What follows belongs to an exercise in optimizing a design on an open flow for a short achievable clock period; a production flow would make more cautious choices.
At most, simulation tests tie the RTL to the original design; equivalence was not proved.
Power and IR drop assume default switching activity.

==> exp/willow: inputs <==
Design imem_loader, start of the top module:
module imem_loader #(
  parameter int unsigned        DATA_W    = 32,
  parameter int unsigned        DEPTH     = 64,
  parameter logic [DATA_W-1:0]  HALT_WORD = DATA_W'(32'h0000007F),
  localparam int unsigned       CNT_W     = $clog2(DEPTH) + 1
) (
  input  logic              clk,
  input  logic              rst_n,
  input  logic              ld_start,
  input  logic              ld_valid,
  input  logic [DATA_W-1:0] ld_data,
  input  logic              ld_last,
  output logic              ld_ready,
  input  logic              req,
  input  logic [31:0]       pc,
  output logic              rsp_valid,
  output logic [DATA_W-1:0] inst,
  output logic              fault,
  output logic [1:0]        fault_cause,
  output logic              mem_ready,
  output logic [CNT_W-1:0]  loaded_cnt,
  output logic              ovf
);
==> module imem_loader, before the edit <==
module imem_loader #(
  parameter int unsigned        DATA_W    = 32,
  parameter int unsigned        DEPTH     = 64,
  parameter logic [DATA_W-1:0]  HALT_WORD = DATA_W'(32'h0000007F),
  localparam int unsigned       CNT_W     = $clog2(DEPTH) + 1
) (
  input  logic              clk,
  input  logic              rst_n,
  input  logic              ld_start,
  input  logic              ld_valid,
  input  logic [DATA_W-1:0] ld_data,
  input  logic              ld_last,
  output logic              ld_ready,
  input  logic              req,
  input  logic [31:0]       pc,
  output logic              rsp_valid,
  output logic [DATA_W-1:0] inst,
  output logic              fault,
  output logic [1:0]        fault_cause,
  output logic              mem_ready,
  output logic [CNT_W-1:0]  loaded_cnt,
  output logic              ovf
);
  localparam int unsigned AW = $clog2(DEPTH);
  logic               st_load_q, st_load_d;
  logic               st_ready_q, st_ready_d;
  logic [CNT_W-1:0]   ptr_q, ptr_d;
  logic [DEPTH-1:0]   th_q, th_d;          
  logic [DEPTH-1:0]   wsel_q, wsel_d;      
  logic [DEPTH-1:0]   lm_q, lm_d;          
  logic               ovf_q, ovf_d;
  logic               ld_ready_q, ld_ready_d;
  logic               full;
  logic               take;                
  logic               wr_go;               
  logic [DATA_W-1:0]  mem [DEPTH];
  always_comb begin
    full       = th_q[DEPTH-1];
    take       = st_load_q && ld_valid && !ld_start;
    wr_go      = ld_valid && !ld_start;    
    st_load_d  = st_load_q;
    st_ready_d = st_ready_q;
    ptr_d      = ptr_q;
    th_d       = th_q;
    wsel_d     = wsel_q;
    ovf_d      = ovf_q;
    if (ld_start) begin
      st_load_d  = 1'b1;
      st_ready_d = 1'b0;
      ptr_d      = '0;
      th_d       = '0;
      wsel_d     = DEPTH'(1);
      ovf_d      = 1'b0;
    end else if (take) begin
      if (!full) begin
        ptr_d  = ptr_q + 1'b1;
        th_d   = {th_q[DEPTH-2:0], 1'b1};
        wsel_d = wsel_q << 1;
      end else begin
        ovf_d = 1'b1;
      end
      if (ld_last) begin
        st_load_d  = 1'b0;
        st_ready_d = 1'b1;
        wsel_d     = '0;
      end
    end
    ld_ready_d = st_load_d && !th_d[DEPTH-1];
    lm_d       = {DEPTH{st_ready_d}} & th_d;
  end
  always_ff @(posedge clk or negedge rst_n) begin
    if (!rst_n) begin
      st_load_q  <= 1'b0;
      st_ready_q <= 1'b0;
      ptr_q      <= '0;
      th_q       <= '0;
      wsel_q     <= '0;
      lm_q       <= '0;
      ovf_q      <= 1'b0;
      ld_ready_q <= 1'b0;
    end else begin
      st_load_q  <= st_load_d;
      st_ready_q <= st_ready_d;
      ptr_q      <= ptr_d;
      th_q       <= th_d;
      wsel_q     <= wsel_d;
      lm_q       <= lm_d;
      ovf_q      <= ovf_d;
      ld_ready_q <= ld_ready_d;
    end
  end
  for (genvar i = 0; i < DEPTH; i++) begin : g_word
    always_ff @(posedge clk) begin
      if (wr_go && wsel_q[i]) begin
        mem[i] <= ld_data;
      end
    end
  end
  logic               aligned;
  logic               in_range;
  logic               is_loaded;
  logic               good;
  logic [1:0]         cause;
  logic [DATA_W-1:0]  rd_lo, rd_hi;              
  logic [DATA_W-1:0]  inst_lo_d, inst_hi_d;
  always_comb begin
    aligned   = (pc[1:0] == 2'b00);
    in_range  = ~|pc[31:2+AW];
    is_loaded = lm_q[pc[2+AW-1:2]];
    rd_lo     = mem[{1'b0, pc[2+AW-2:2]}];
    rd_hi     = mem[{1'b1, pc[2+AW-2:2]}];
    good      = aligned && in_range && is_loaded;
    if (!aligned)        cause = 2'b01;
    else if (!in_range)  cause = 2'b10;
    else if (!is_loaded) cause = 2'b11;
    else                 cause = 2'b00;
    inst_lo_d = (good && !pc[2+AW-1]) ? rd_lo : '0;
    inst_hi_d = !good ? HALT_WORD : (pc[2+AW-1] ? rd_hi : '0);
  end
  logic               rsp_valid_q;
  logic [DATA_W-1:0]  inst_lo_q, inst_hi_q;
  logic               fault_q;
  logic [1:0]         cause_q;
  always_ff @(posedge clk or negedge rst_n) begin
    if (!rst_n) begin
      rsp_valid_q <= 1'b0;
      inst_lo_q   <= '0;
      inst_hi_q   <= '0;
      fault_q     <= 1'b0;
      cause_q     <= 2'b00;
    end else begin
      rsp_valid_q <= req;
      if (req) begin
        inst_lo_q <= inst_lo_d;
        inst_hi_q <= inst_hi_d;
        fault_q <= !good;
        cause_q <= cause;
      end
    end
  end
  assign rsp_valid   = rsp_valid_q;
  assign inst        = inst_lo_q | inst_hi_q;
  assign fault       = fault_q;
  assign fault_cause = cause_q;
  assign mem_ready   = st_ready_q;
  assign loaded_cnt  = ptr_q;
  assign ld_ready    = ld_ready_q;
  assign ovf         = ovf_q;
endmodule
==> flow/config.mk <==
export PLATFORM = sky130hd
export DESIGN_NAME = imem_loader
export DESIGN_NICKNAME = imem_loader
export VERILOG_FILES = /design/flow/design.v
export SDC_FILE = /design/flow/constraint.sdc
export NUM_CORES = 4
export LEC_CHECK = 0
export ABC_CLOCK_PERIOD_IN_PS = 1500
export CAP_MARGIN = 20
export CORE_MARGIN = 2
export CORE_UTILIZATION = 45
export CTS_CLUSTER_DIAMETER = 150
export CTS_CLUSTER_SIZE = 25
export SETUP_SLACK_MARGIN = 1.0
export SLEW_MARGIN = 20
==> flow/constraint.sdc <==
create_clock -name core_clock -period 3.0 [get_ports {clk}]
set_input_delay 0.6000 -clock core_clock [delete_from_list [all_inputs] [get_ports {clk}]]
set_output_delay 0.6000 -clock core_clock [all_outputs]
set_load 0.01 [all_outputs]
standard.sh (not shown) runs the stock make flow with config.mk's settings and CLKGATE_MAP_FILE= SYNTH_SCRIPT=/design/flow/synth_recipe.tcl, a recipe that flattens the netlist after the stock synthesis.
==> flow/flow/run.sh <==
#!/bin/bash
# Standard layout (the standard.sh, all steps), with more cells marked
# don't-use: the 4-high series stacks (or4*, nor4*, a2111o*, a2111oi*,
# o2111a*, o2111ai*) and a222oi_1 (one weak size only). They are slow on the
# read path's wide OR trees, and the timing repair cannot size them out.
# The platform's own don't-use list is kept and extended.
set -euo pipefail
cfg="$FLOW_HOME/platforms/sky130hd/config.mk"
lib="$FLOW_HOME/platforms/sky130hd/lib/sky130_fd_sc_hd__tt_025C_1v80.lib"
plat_dont_use=$(awk '/^export DONT_USE_CELLS \+= /{on=1} on{print; if ($0 !~ /\\$/) exit}' "$cfg" \
  | grep -o 'sky130_fd_sc_hd__[a-z0-9_]*' | tr '\n' ' ')
extra=$(grep -o 'cell ("*sky130_fd_sc_hd__\(or4\|nor4\|a2111o\|o2111a\|a222oi\)[a-z0-9_]*' "$lib" \
  | sed 's/cell ("*//' | sort -u | tr '\n' ' ')
{ echo "platform don't-use: $plat_dont_use"; echo "extra don't-use: $extra"; } > run.log
bash standard.sh "DONT_USE_CELLS=$plat_dont_use $extra" finish > standard.log 2>&1
==> inputs of exp/zinc, as changes to exp/willow <==
--- a/flow/design.v
+++ b/flow/design.v
@@ -101,45 +101,41 @@
   logic               is_loaded;
   logic               good;
   logic [1:0]         cause;
-  logic [DATA_W-1:0]  rd_lo, rd_hi;              
-  logic [DATA_W-1:0]  inst_lo_d, inst_hi_d;
+  logic [DATA_W-1:0]  rd_word;
+  logic [DATA_W-1:0]  inst_d;
   always_comb begin
     aligned   = (pc[1:0] == 2'b00);
     in_range  = ~|pc[31:2+AW];
     is_loaded = lm_q[pc[2+AW-1:2]];
-    rd_lo     = mem[{1'b0, pc[2+AW-2:2]}];
-    rd_hi     = mem[{1'b1, pc[2+AW-2:2]}];
+    rd_word   = mem[pc[2+AW-1:2]];
     good      = aligned && in_range && is_loaded;
     if (!aligned)        cause = 2'b01;
     else if (!in_range)  cause = 2'b10;
     else if (!is_loaded) cause = 2'b11;
     else                 cause = 2'b00;
-    inst_lo_d = (good && !pc[2+AW-1]) ? rd_lo : '0;
-    inst_hi_d = !good ? HALT_WORD : (pc[2+AW-1] ? rd_hi : '0);
+    inst_d    = good ? rd_word : HALT_WORD;
   end
   logic               rsp_valid_q;
-  logic [DATA_W-1:0]  inst_lo_q, inst_hi_q;
+  logic [DATA_W-1:0]  inst_q;
   logic               fault_q;
   logic [1:0]         cause_q;
   always_ff @(posedge clk or negedge rst_n) begin
     if (!rst_n) begin
       rsp_valid_q <= 1'b0;
-      inst_lo_q   <= '0;
-      inst_hi_q   <= '0;
+      inst_q      <= '0;
       fault_q     <= 1'b0;
       cause_q     <= 2'b00;
     end else begin
       rsp_valid_q <= req;
       if (req) begin
-        inst_lo_q <= inst_lo_d;
-        inst_hi_q <= inst_hi_d;
+        inst_q  <= inst_d;
         fault_q <= !good;
         cause_q <= cause;
       end
     end
   end
   assign rsp_valid   = rsp_valid_q;
-  assign inst        = inst_lo_q | inst_hi_q;
+  assign inst        = inst_q;
   assign fault       = fault_q;
   assign fault_cause = cause_q;
   assign mem_ready   = st_ready_q;
==> flow/flow/run.sh (replaced) <==
#!/bin/bash
# Standard layout (the standard.sh, all steps), with more cells marked
# don't-use: the 4-high series stacks (or4*, nor4*, a2111o*, a2111oi*, and4*, o41a*, a41o*,
# o2111a*, o2111ai*) and a222oi_1 (one weak size only). They are slow on the
# read path's wide OR trees, and the timing repair cannot size them out.
# The platform's own don't-use list is kept and extended.
set -euo pipefail
cfg="$FLOW_HOME/platforms/sky130hd/config.mk"
lib="$FLOW_HOME/platforms/sky130hd/lib/sky130_fd_sc_hd__tt_025C_1v80.lib"
plat_dont_use=$(awk '/^export DONT_USE_CELLS \+= /{on=1} on{print; if ($0 !~ /\\$/) exit}' "$cfg" \
  | grep -o 'sky130_fd_sc_hd__[a-z0-9_]*' | tr '\n' ' ')
extra=$(grep -o 'cell ("*sky130_fd_sc_hd__\(or4\|nor4\|a2111o\|o2111a\|a222oi\|and4\|o41a\|a41o\)[a-z0-9_]*' "$lib" \
  | sed 's/cell ("*//' | sort -u | tr '\n' ' ')
{ echo "platform don't-use: $plat_dont_use"; echo "extra don't-use: $extra"; } > run.log
bash standard.sh "DONT_USE_CELLS=$plat_dont_use $extra" finish > standard.log 2>&1
CORE_UTILIZATION = 35   (was 45)
SETUP_SLACK_MARGIN = 1.3   (was 1.0)
==> notes <==
exp/zinc finished clean. exp/willow went through all stages and came out clean. Against exp/zinc, the total power of exp/willow is higher by 0.54%. Of exp/zinc and exp/willow, exp/zinc has the higher cell count (gap about 13%, measured against exp/willow). Sequential power: exp/zinc is lower than exp/willow (about 1%). Against exp/willow, the flip-flop and latch count of exp/zinc is lower by 32.
Function not checked in exp/willow: the RTL went through the layout flow alone.

## re-timing with driven ports
Ports are ideal in the flow. The routed layouts listed here were re-timed in OpenROAD. Step 1, drivers: a clkbuf_16 drives clk and a buf_2 each remaining input, both assumed. Step 2, shift: input delay + t, output delay - t, t = (earliest + latest rising clock arrival at the registers) / 2. This alone moves slack from input paths to output paths. a / b / c = ideal ports / drivers / drivers and shift; a / b = the first two.
| run | t, ns | setup slack, ns | worst register clock-pin slew, ns | worst data-port slew with drivers (ns) | pins driven straight from the clock port |
|---|---|---|---|---|---|
| exp/willow | 0.879 | 0.655 / 0.569 / -0.111 | 0.11 / 0.11 | 0.32 | 1 |
| exp/zinc | 0.914 | 0.727 / 0.760 / -0.154 | 0.12 / 0.12 | 0.15 | 1 |
Met with ideal ports but missed after step 2: setup timing in exp/willow and exp/zinc. The setup slack of exp/zinc, which loses most, moves by +0.033 ns with the drivers and by -0.881 ns with both steps.
